Source: an optimization exercise on an open RTL-to-GDS flow (aim: a short achievable clock period and few clock cycles). Production flows keep margins and buffers that such runs may drop. Only simulation tests tie the RTL to the original design; equivalence was not proved. The clock input has no modelled driver; a real chip could not lean on it and would need a root buffer or a full tree. Power and IR drop assume default switching activity.

## the baseline
## eccMemTop
module eccMemTop (
   input logic clk,
   input logic rstN,
   input logic awValid,
   output logic awReady,
   input eccPkg::axiAddrT awAddr,
   input logic wValid,
   output logic wReady,
   input eccPkg::dataWordT wData,
   output logic bValid,
   input logic bReady,
   output eccPkg::respT bResp,
   input logic arValid,
   output logic arReady,
   input eccPkg::axiAddrT arAddr,
   output logic rValid,
   input logic rReady,
   output eccPkg::dataWordT rData,
   output eccPkg::respT rResp
);
==> flow/config.mk <==
export PLATFORM = sky130hd
export DESIGN_NAME = eccMemTop
export DESIGN_NICKNAME = eccMemTop
export VERILOG_FILES = /design/flow/design.v
export SDC_FILE = /design/flow/constraint.sdc
export NUM_CORES = 4
export LEC_CHECK = 0
export CAP_MARGIN = 50
export CORE_MARGIN = 2
export CORE_UTILIZATION = 50
export PLACE_DENSITY = 0.65
export SETUP_SLACK_MARGIN = 3.0
export SLEW_MARGIN = 70
export SYNTH_MEMORY_MAX_BITS = 8192
==> flow/constraint.sdc <==
create_clock -name core_clock -period 5.0 [get_ports {clk}]
set_input_delay 1.0000 -clock core_clock [delete_from_list [all_inputs] [get_ports {clk}]]
set_output_delay 1.0000 -clock core_clock [all_outputs]
set_load 0.01 [all_outputs]
standard.sh (not shown) runs the stock make flow with config.mk's settings and CLKGATE_MAP_FILE= SYNTH_SCRIPT=/design/flow/synth_recipe.tcl, a recipe that flattens the netlist after the stock synthesis.
==> flow/flow/run.sh <==
#!/bin/bash
# Own layout flow: the standard flow (standard.sh), except that the clock
# tree is built by flow/mycts.tcl, hooked into the CTS step through ORFS's
# PRE_CTS_TCL: the clock port feeds 4 root buffers, one per quarter of the
# flip-flops, each root feeds the leaf buffers of its quarter, and each leaf
# feeds a compact cluster of at most 30 flip-flops. Everything else (synthesis,
# floorplan, placement, timing repair, routing) is the standard flow.
set -euo pipefail
here=$(pwd)
export PRE_CTS_TCL="$here/flow/pre_cts.tcl"
export MYCTS_NROOT=4
export MYCTS_LEAFMAX=30
bash standard.sh finish > "$here/standard.log" 2>&1
Other scripts of this flow, unchanged in this note and not shown: flow/flow/mycts.tcl, flow/flow/pre_cts.tcl
The baseline completed every stage of the flow, and the final layout passed the timing, DRC and antenna checks.
Testbench counts of the baseline, summed over its fixed seeds: cycles 6,410.
#### Input delta (the candidate over the baseline)
--- a/flow/design.v
+++ b/flow/design.v
@@ -143,50 +143,49 @@
          anyHi <= cAny;
          multiHi <= cMulti;
       end
    end
    always_ff @(posedge clk) begin
       for (int k = 0; k < DEPTH; k++) begin
          if (cWe[k]) mem[k] <= wWord;
       end
    end
-   logic [33:0] aRdPart [5];
+   logic [33:0] aRdPart [4];
    always_comb begin
-      aRdPart[0] = '0;
+      aRdPart[0] = {2'b00, {32{cRdLo}} & mask[31:0]} | {2'b00, {32{cRdHi}} & mask[63:32]};
       aRdPart[1] = '0;
       aRdPart[2] = '0;
       aRdPart[3] = '0;
-      aRdPart[4] = {2'b00, ({32{cRdLo}} & mask[31:0]) | ({32{cRdHi}} & mask[63:32])};
       for (int k = 0; k < DEPTH; k++) begin
          aRdPart[k / 16] = aRdPart[k / 16] | ({34{cRdSel[k]}} & mem[k]);
       end
    end
    logic fWr, fRd, fDataRd, fCorrRd, fUncRd, fCorrClr, fUncClr, fWrErr, fRdErr;
-   logic [33:0] fPart [5];
+   logic [33:0] fPart [4];
    logic [33:0] fWord;
    always_ff @(posedge clk) begin
       if (!rstN) begin
          fWr <= 1'b0;
          fRd <= 1'b0;
       end else begin
          fWr <= cWr;
          fRd <= cRd;
       end
       fDataRd <= cRdData;
       fCorrRd <= cRdCorr;
       fUncRd <= cRdUnc;
       fCorrClr <= cWrCorr;
       fUncClr <= cWrUnc;
       fWrErr <= cWrErr;
       fRdErr <= cRdErr;
-      for (int q = 0; q < 5; q++) fPart[q] <= aRdPart[q];
-   end
-   assign fWord = fPart[0] | fPart[1] | fPart[2] | fPart[3] | fPart[4];
+      for (int q = 0; q < 4; q++) fPart[q] <= aRdPart[q];
+   end
+   assign fWord = fPart[0] | fPart[1] | fPart[2] | fPart[3];
    eccPkg::cntT corrCnt, uncCnt;
    always_ff @(posedge clk) begin
       if (rstQ) begin
          corrCnt <= '0;
          uncCnt <= '0;
       end else begin
          if (fWr && fCorrClr) begin
             corrCnt <= '0;
          end else if (fRd && fDataRd && fWord[32] && corrCnt != '1) begin
Results
In the candidate, the fraction of standard cell area that is sequential came out 0.24 points below the value in the baseline.
Worst setup path startpoint: bResp[1] -> the baseline, rdyOut[1] -> the candidate
The baseline -> the candidate: number of antenna violations at the first check in global routing increased by more than 10%
The final reports for the candidate and the baseline show core utilization higher in the former.
After detailed routing, the baseline needs less wire than the candidate.
Wire length of the first global-routing pass | the candidate above the baseline
Diff the baseline -> the candidate: combinational power shows an increase of about 2%; area of the die shows a reduction of about 0.9%; setup slack shows an increase of 16 ps; flip-flop and latch count after synthesis shows a reduction of 32.
Compared the candidate against the baseline; compound-cell area share of the yosys netlist within noise.
Diff the candidate..the baseline | initial cell density of the core | negligible
Cmp the candidate vs the baseline: cell area lower in the candidate
Looking at the baseline and the candidate, the area share of xor/xnor cells in the synthesized design is a wash.
The lower static power due to leakage of the baseline and the candidate is in the candidate.
Testbench counts of the candidate, summed over its fixed seeds: cycles 6,410.
In every run of this note, the design's own scripts or RTL, not TritonCTS, make the clock network.

[static timing again, ports no longer ideal]
No port has a modelled driver above. Below, the same layouts with a new extraction and two added sets of constraints.
Step 1 (the two cells are an assumption about what drives the block):
set clk [get_ports {clk}]
set_driving_cell -lib_cell sky130_fd_sc_hd__clkbuf_16 $clk
set_driving_cell -lib_cell sky130_fd_sc_hd__buf_2 [delete_from_list [all_inputs] $clk]
Step 2 moves the port delays by t, midway between the first and last clock arrival at a register: inputs arrive t later, outputs are due t later. That takes back most of the time a late clock gives input paths.
Three values: no drivers, after step 1, after step 2; two values: the first two.
run | t, ns | setup WS [ns] | hold slack, ns | worst data-port slew with drivers (ns)
the baseline | 0.817 | 2.882 / 2.692 / 2.204 | 0.347 / 0.338 / 0.347 | 0.23
the candidate | 0.818 | 2.897 / 2.706 / 2.262 | 0.334 / 0.334 / 0.334 | 0.19
After both steps setup and hold are still met in every run listed. The setup slack of the baseline, which loses most, moves by -0.190 ns with the drivers and by -0.678 ns with both steps.
